This is an optimization exercise on Yosys and OpenROAD, whose aim is small area, a short achievable clock period and few clock cycles per item, not a production implementation. RTL that was checked went through simulation tests only; none was proved equivalent to the original. Power and IR drop assume default switching activity.

## north
Design conv3x3_stream_engine, start of the top module:
module conv3x3_stream_engine #(
    parameter int BIT_DEPTH = 8,
    parameter int IMG_W     = 28,
    parameter int IMG_H     = 28,
    parameter int ACC_W     = 20,
    parameter int ADDR_W    = 10
) (
    input  logic                 clk,
    input  logic                 rst,
    input  logic                 kernel_wr_en,
    input  logic [3:0]           kernel_wr_addr,
    input  logic [BIT_DEPTH-1:0] kernel_wr_data,
    input  logic                 start,
    input  logic [1:0]           stride,
    input  logic                 relu_en,
    input  logic [4:0]           shift_amt,
    input  logic                 pix_valid,
    input  logic [BIT_DEPTH-1:0] pix_data,
    output logic                 pix_ready,
    output logic                 out_valid,
    output logic [BIT_DEPTH-1:0] out_data,
    output logic [ADDR_W-1:0]    out_addr,
    input  logic                 out_ready,
    output logic                 busy,
    output logic                 done
);
For scale: about 760 flip-flops, roughly 40,000 um2 of cells after synthesis.
make LEC_CHECK=0 CAP_MARGIN=20 CORE_MARGIN=2 CORE_UTILIZATION=40 SLEW_MARGIN=20 SYNTH_HIERARCHICAL=1 finish   # period 13.0 ns
run.sh (not shown) runs the stock make flow with config.mk's settings and CLKGATE_MAP_FILE= SYNTH_SCRIPT=/design/flow/synth_recipe.tcl, a recipe that flattens the netlist after the stock synthesis.
north went all the way through synthesis, placement and routing and the layout is clean on timing, DRC and antenna.
Changes in south relative to north:
Settings: swapping 20 for 70 in SLEW_MARGIN; swapping 20 for 50 in CAP_MARGIN; putting ABC_CLOCK_PERIOD_IN_PS at 3500 where nothing was set.
Notes after the runs:
When south is set beside north, its area added between synthesis and finish turns out to be 3.6 points larger. Per the comparison of south with north, maximum frequency increased by about 12% relative to the old numbers; global-route met3 utilization has increased. Placed standard-cell area in south is about 3% higher than in north. Delta (south minus north): number of logic stages on the critical path including buffering now larger, met1 layer usage reported by global route now smaller. After detailed routing, north needs less wire than south. Summary of south over north: worst path arrival time decreased 0.49 ns, largest net degree at the start of global routing decreased about 70%, power drawn by the clock network essentially unchanged. Measured against each other, south and north differ in cell count, the lower figure coming from north.
Function was not checked in any run of this note: the RTL went through the layout flow alone.

---

Another version of the RTL of conv3x3_stream_engine (not shown whole).
For scale: ~2,700 cells after synthesis, roughly 56 I/O pins, about 39,000 sq um of cells after synthesis.
Settings: LEC_CHECK=0, CAP_MARGIN=50, CORE_MARGIN=2, CORE_UTILIZATION=40, SLEW_MARGIN=70, SYNTH_HIERARCHICAL=1; clock period 13.0 ns.
standard.sh (not shown) runs the stock make flow with config.mk's settings and CLKGATE_MAP_FILE= SYNTH_SCRIPT=/design/flow/synth_recipe.tcl, a recipe that flattens the netlist after the stock synthesis.
==> flow/flow/run.sh <==
#!/bin/bash
# Own layout flow: the standard synthesis and layout, with two changes to
# how the layout is made:
#  - ports are buffered with sky130_fd_sc_hd__buf_2 instead of the default
#    buffer the flow picks (a slow clock-delay cell);
#  - delay cells (clkdlybuf*, dlygate*, dlymetal*) are not used by the
#    resizer's slew/capacitance repair on signal nets.
# Each run of standard.sh writes its full output to a log file here.
set -euo pipefail
bash standard.sh synth > synth.log 2>&1
export BUFFER_PORTS_ARGS="-buffer_cell sky130_fd_sc_hd__buf_2"
export DONT_USE_CELLS="sky130_fd_sc_hd__clkdlybuf4s15_1 sky130_fd_sc_hd__clkdlybuf4s15_2 sky130_fd_sc_hd__clkdlybuf4s18_1 sky130_fd_sc_hd__clkdlybuf4s18_2 sky130_fd_sc_hd__clkdlybuf4s25_1 sky130_fd_sc_hd__clkdlybuf4s25_2 sky130_fd_sc_hd__clkdlybuf4s50_1 sky130_fd_sc_hd__clkdlybuf4s50_2 sky130_fd_sc_hd__dlygate4sd1_1 sky130_fd_sc_hd__dlygate4sd2_1 sky130_fd_sc_hd__dlygate4sd3_1 sky130_fd_sc_hd__dlymetal6s2s_1 sky130_fd_sc_hd__dlymetal6s4s_1 sky130_fd_sc_hd__dlymetal6s6s_1"
bash standard.sh > layout.log 2>&1
Testbench counts at the start, summed over its fixed seeds: cycles 25,476, items 14,027.
Next try:
--- a/flow/config.mk
+++ b/flow/config.mk
@@ -10,0 +11,3 @@
+export CTS_BUF_LIST = sky130_fd_sc_hd__clkbuf_4 sky130_fd_sc_hd__clkbuf_8 sky130_fd_sc_hd__clkbuf_16
+export CTS_CLUSTER_DIAMETER = 60
+export CTS_CLUSTER_SIZE = 16
The new run completed without violations.
Synthesized cell count stays the same.
Clock power went down by about 7%.
Power went down by 1.3%.
Synthesized area is unchanged.
Global-route usage barely changes.
Via count barely changes.
Setup slack improved by 0.019 ns.

---

conv3x3_stream_engine, a different RTL version from the one above (not shown whole).
Size in the first run: roughly 56 I/O pins.
clock: 13.0 ns
lec_check: 0
cap_margin: 30
core_margin: 2
core_utilization: 60
cts_buf_list: sky130_fd_sc_hd__clkbuf_8
cts_cluster_diameter: 50
cts_cluster_size: 14
slew_margin: 40
synth_hierarchical: 1
Scripts as last shown in full above: flow/flow/run.sh
Testbench counts at the start, summed over its fixed seeds: cycles 25,476, items 14,027.
Rerun with:
--- a/flow/config.mk
+++ b/flow/config.mk
@@ -8 +8 @@
-export CAP_MARGIN = 30
+export CAP_MARGIN = 40
@@ -14 +14 @@
-export SLEW_MARGIN = 40
+export SLEW_MARGIN = 55
The changed run completed with no timing, DRC or antenna violations.
Count of clock-buffer cells in the layout decreases by 3.
Via count increases by 1.2%.
Utilization came out higher by 0.23 points.
Non-clock buffer count climbs by 23.
Cell area is higher by 0.36%.
Worst setup slack gains 0.12 ns.
Routed wire length hardly moves.
First-iteration DRC count increases by 4.8%.
Clock skew went down by 0.031 ns.

## what the ideal ports hide
Ports are ideal in the flow. The routed layouts listed here were re-timed in OpenROAD. Step 1 sets driving cells, clkbuf_16 on the clock port and buf_2 on the other inputs (assumed; they add their load-dependent delay and slew). Step 2 times the ports against the registers' clock, not the clock port: input delays grow and output delays shrink by t, the midpoint of the rising clock arrivals with the driver on. a / b / c = ideal ports / drivers / drivers and shift; a / b = the first two.
run | t (ns) | setup slack, ns | worst setup path after step 2 | clock arrival spread, ns | cell pins on the clock port's net
north | 0.700 | 7.817 / 7.858 / 7.158 | input to register | 0.047 / 0.047 | 1
south | 0.712 | 8.370 / 8.418 / 7.706 | input to register | 0.029 / 0.029 | 1
the first run of note 2 | 0.707 | 9.091 / 9.048 / 8.531 | input to register | 0.043 / 0.043 | 1
the second run of note 2 | 0.695 | 9.110 / 9.046 / 8.537 | input to register | 0.055 / 0.054 | 1
the first run of note 3 | 0.752 | 8.926 / 8.963 / 8.211 | input to register | 0.088 / 0.088 | 1
the second run of note 3 | 0.748 | 9.051 / 9.031 / 8.417 | input to register | 0.058 / 0.057 | 1
After both steps every run listed still meets setup and hold. For the first run of note 3, which loses most, drivers alone change the setup slack by +0.037 ns; drivers and shift together by -0.715 ns.
